This design comes from an exercise in tuning for small area, a short achievable clock period and few clock cycles per item on the open sky130 flow, not from production work. In this exercise RTL edits were held to simulation tests only and were not proved equivalent to the original. Power figures rest on the tool's default switching activity, not on a simulated workload.

Design sorted_list_insert_delete, start of the top module:
module sorted_list_insert_delete #(
   parameter int CAPACITY = 16
) (
   input  logic        clock,
   input  logic        reset,
   input  logic        req_tvalid,
   output logic        req_tready,
   input  logic [39:0] req_tdata,    
   output logic        rsp_tvalid,
   input  logic        rsp_tready,
   output logic [39:0] rsp_tdata,    
   output logic        rsp_tlast
);
   logic [1:0]  st;
   logic [31:0] ent;
   logic [4:0]  cnt;
   sli_ctrl #(.Capacity(CAPACITY)) u_ctrl (
      .clock, .reset,
      .in_valid(req_tvalid), .in_ready(req_tready),
      .in_action(req_tdata[1:0]), .in_value(req_tdata[33:2]),
      .out_valid(rsp_tvalid), .out_ready(rsp_tready),
      .out_status(st), .out_entry(ent), .out_count(cnt), .out_last(rsp_tlast)
   );
   assign rsp_tdata = {1'b0, cnt, ent, st};
endmodule
For scale: about 4,600 cells after synthesis, about 700 flip-flops, about 87 I/O pins.
Settings: LEC_CHECK=0, CAP_MARGIN=20, CORE_MARGIN=2, CORE_UTILIZATION=40, SETUP_SLACK_MARGIN=3.5, SLEW_MARGIN=20, TNS_END_PERCENT=30; clock period 6.0 ns.
run.sh (not shown) runs the stock make flow with config.mk's settings and CLKGATE_MAP_FILE= SYNTH_SCRIPT=/design/flow/synth_recipe.tcl, a recipe that flattens the netlist after the stock synthesis.
Testbench counts at the start, summed over its fixed seeds: cycles 6,685, items 3,200.
Change:
--- a/flow/design.v
+++ b/flow/design.v
@@ -64,23 +64,24 @@
    logic [Capacity-1:0] clt_ff, ceq_ff;      
    logic              cins_ff, cdel_ff, crot_ff;   
    logic              exec_ff, step_ff, cload_ff, ins_ff, delr_ff, rot_ff;
    logic              rdy_ff;
    logic              lact_ff;
    logic [NW-1:0]     lrem_ff;
    logic              qv0_ff, qv1_ff;
    logic [RW-1:0]     q0_ff;
    logic [RW-VW-1:0]  q1_ff;                 
    logic              exec, step, rot, ins, del, push, pop, cload, lok;
    logic [Capacity-1:0] vld, lt, top, rlt, req, nvld;
-   logic              full, empty, vlt, veq, found;
+   logic              full, empty, found;
+   logic [1:0]        vc_ff;                  
    logic [NW-1:0]     ncount;
    logic [VW-1:0]     vbus;
    logic [RW-1:0]     res;
    function automatic logic [1:0] cmp_lt_eq(input logic [VW-1:0] a, input logic [VW-1:0] bn);
       logic [VW-1:0] ua, ubn, k, p;
       ua  = {~a[VW-1], a[VW-2:0]};
       ubn = {~bn[VW-1], bn[VW-2:0]};
       k = ua & ubn;
       p = ua ^ ubn;
       for (int l = 1; l < VW; l = l * 2) begin
          for (int j = 0; j < VW; j = j + 2 * l) begin
@@ -111,61 +112,61 @@
       end
    end
    assign found = |ceq_ff;
    assign ins = ins_ff;
    assign del = delr_ff && found;
    assign rot = rot_ff && lok;
    assign ncount = ins ? count_ff + NW'(1) : del ? count_ff - NW'(1) : count_ff;
    always_comb begin
       nvld = ins ? {vld[Capacity-2:0], 1'b1} : del ? {1'b0, vld[Capacity-1:1]} : vld;
    end
    assign vbus = rot ? ent_ff[0] : cval_ff;
-   logic [Capacity-1:0] s_hold, s_dn, s_up, s_v;
+   logic [Capacity-1:0] s_hold, s_dn, s_up, s_v, s_vi, s_vr;
    always_comb begin
       for (int i = 0; i < Capacity; i++) begin
          logic below_lt;
          below_lt = (i == 0) ? 1'b1 : lt[(i+Capacity-1)%Capacity];
-         s_v[i]  = (ins && !lt[i] && below_lt) || (rot && top[i]);
+         s_vi[i] = ins && !lt[i] && below_lt;
+         s_vr[i] = rot && top[i];
+         s_v[i]  = s_vi[i] || s_vr[i];
          s_dn[i] = ins && !lt[i] && !below_lt;
          s_up[i] = ((del && !lt[i]) || (rot && !top[i])) && (i < Capacity - 1);
          s_hold[i] = !(s_v[i] || s_dn[i] || s_up[i]);
       end
    end
    always_ff @(posedge clock) begin
       for (int i = 0; i < Capacity; i++) begin
          ent_ff[i] <= ({VW{s_hold[i]}} & ent_ff[i])
                     | ({VW{s_dn[i]}} & ent_ff[(i+Capacity-1)%Capacity])
                     | ({VW{s_up[i]}} & ent_ff[(i+1)%Capacity])
                     | ({VW{s_v[i]}} & vbus);
       end
    end
    logic [Capacity-1:0] src_lt, src_eq;
    always_comb begin
-      logic [1:0] c;
-      c = cmp_lt_eq(cval_ff, ivaln_ff);
       src_lt = cload ? rlt : clt_ff;
       src_eq = cload ? req : ceq_ff;
-      vlt = rot ? src_lt[0] : c[1];
-      veq = rot ? src_eq[0] : c[0];
    end
    logic [Capacity-1:0] mlt, meq;
    always_comb begin
       for (int i = 0; i < Capacity; i++) begin
          mlt[i] = ((s_hold[i] & src_lt[i])
                  | (s_dn[i] & src_lt[(i+Capacity-1)%Capacity])
                  | (s_up[i] & src_lt[(i+1)%Capacity])
-                 | (s_v[i] & vlt)) & nvld[i];
+                 | (s_vi[i] & vc_ff[1])
+                 | (s_vr[i] & src_lt[0])) & nvld[i];
          meq[i] = ((s_hold[i] & src_eq[i])
                  | (s_dn[i] & src_eq[(i+Capacity-1)%Capacity])
                  | (s_up[i] & src_eq[(i+1)%Capacity])
-                 | (s_v[i] & veq)) & nvld[i];
+                 | (s_vi[i] & vc_ff[0])
+                 | (s_vr[i] & src_eq[0])) & nvld[i];
       end
    end
    always_ff @(posedge clock) begin
       clt_ff <= mlt;
       ceq_ff <= meq;
       cins_ff <= ncins; cdel_ff <= ncdel; crot_ff <= ncrot;
    end
    logic niv, ncv, nlact, nqv1, ncins, ncdel, ncrot, nexec, nstep;
    always_comb begin
       ncins = cload ? (iact_ff == sli_pkg::ACT_INSERT) && !nvld[Capacity-1] : cins_ff;
       ncdel = cload ? (iact_ff == sli_pkg::ACT_DELETE) : cdel_ff;
@@ -232,22 +233,23 @@
          if (pop) begin
             qv0_ff <= qv1_ff || push;
             qv1_ff <= qv1_ff && push;
          end else if (!qv0_ff) begin
             qv0_ff <= push;
          end else if (push) begin
             qv1_ff <= 1'b1;
          end
       end
       if (in_valid && in_ready) begin
          iact_ff <= in_action; ivaln_ff <= ~in_value;
+         vc_ff <= cmp_lt_eq(cload ? ~ivaln_ff : cval_ff, ~in_value);
       end
       if (cload) begin
          cact_ff <= iact_ff; cval_ff <= ~ivaln_ff;
       end
       if (exec) lrem_ff <= count_ff - NW'(1);
       else if (step) lrem_ff <= lrem_ff - NW'(1);
       if (pop) begin
          q0_ff <= qv1_ff ? {q1_ff[RW-VW-1:2], VW'(0), q1_ff[1:0]} : res;
          q1_ff <= {res[RW-1:VW+2], res[1:0]};
       end else if (!qv0_ff) begin
          q0_ff <= res;
Result: Area after synthesis goes down slightly; wire length is higher by roughly a tenth; sequential power rose by a little under a tenth; count of clock-buffer cells in the layout goes down by 11; via count went up by a few percent; power rose by roughly a tenth; final cell count rises slightly; core utilization goes up by 1.3 points; global-route usage increases by 2.8 points; synthesized cell count increases by a few percent; first-iteration DRC count came out higher by a little under a tenth; critical path depth is unchanged; combinational power came out higher by well over a third.
Testbench counts after the change, summed over its fixed seeds: cycles 6,685, items 3,200.

-- what the ideal ports hide --
Ports are ideal in the flow. The routed layouts listed here were re-timed in OpenROAD.
Step 1 sets driving cells, clkbuf_16 on the clock port and buf_2 on the other inputs (assumed; they add their load-dependent delay and slew).
Step 2 times the ports against the registers' clock, not the clock port: input delays grow and output delays shrink by t, the midpoint of the rising clock arrivals with the driver on.
Three values: ideal, step 1, step 2; two values: the first two.
run | shift t [ns] | setup slack, ns | hold WS [ns] | worst setup path after step 2 | latest minus earliest clock arrival (ns)
the first run | 0.714 | 3.092 / 3.092 / 2.690 | 0.452 / 0.452 / 0.452 | input to register | 0.032 / 0.032
the second run | 0.754 | 2.803 / 2.803 / 2.591 | 0.480 / 0.480 / 0.480 | input to register | 0.027 / 0.028
After both steps every run listed still meets setup and hold. For the first run, which loses most, drivers alone change the setup slack by 0.000 ns; drivers and shift together by -0.402 ns.
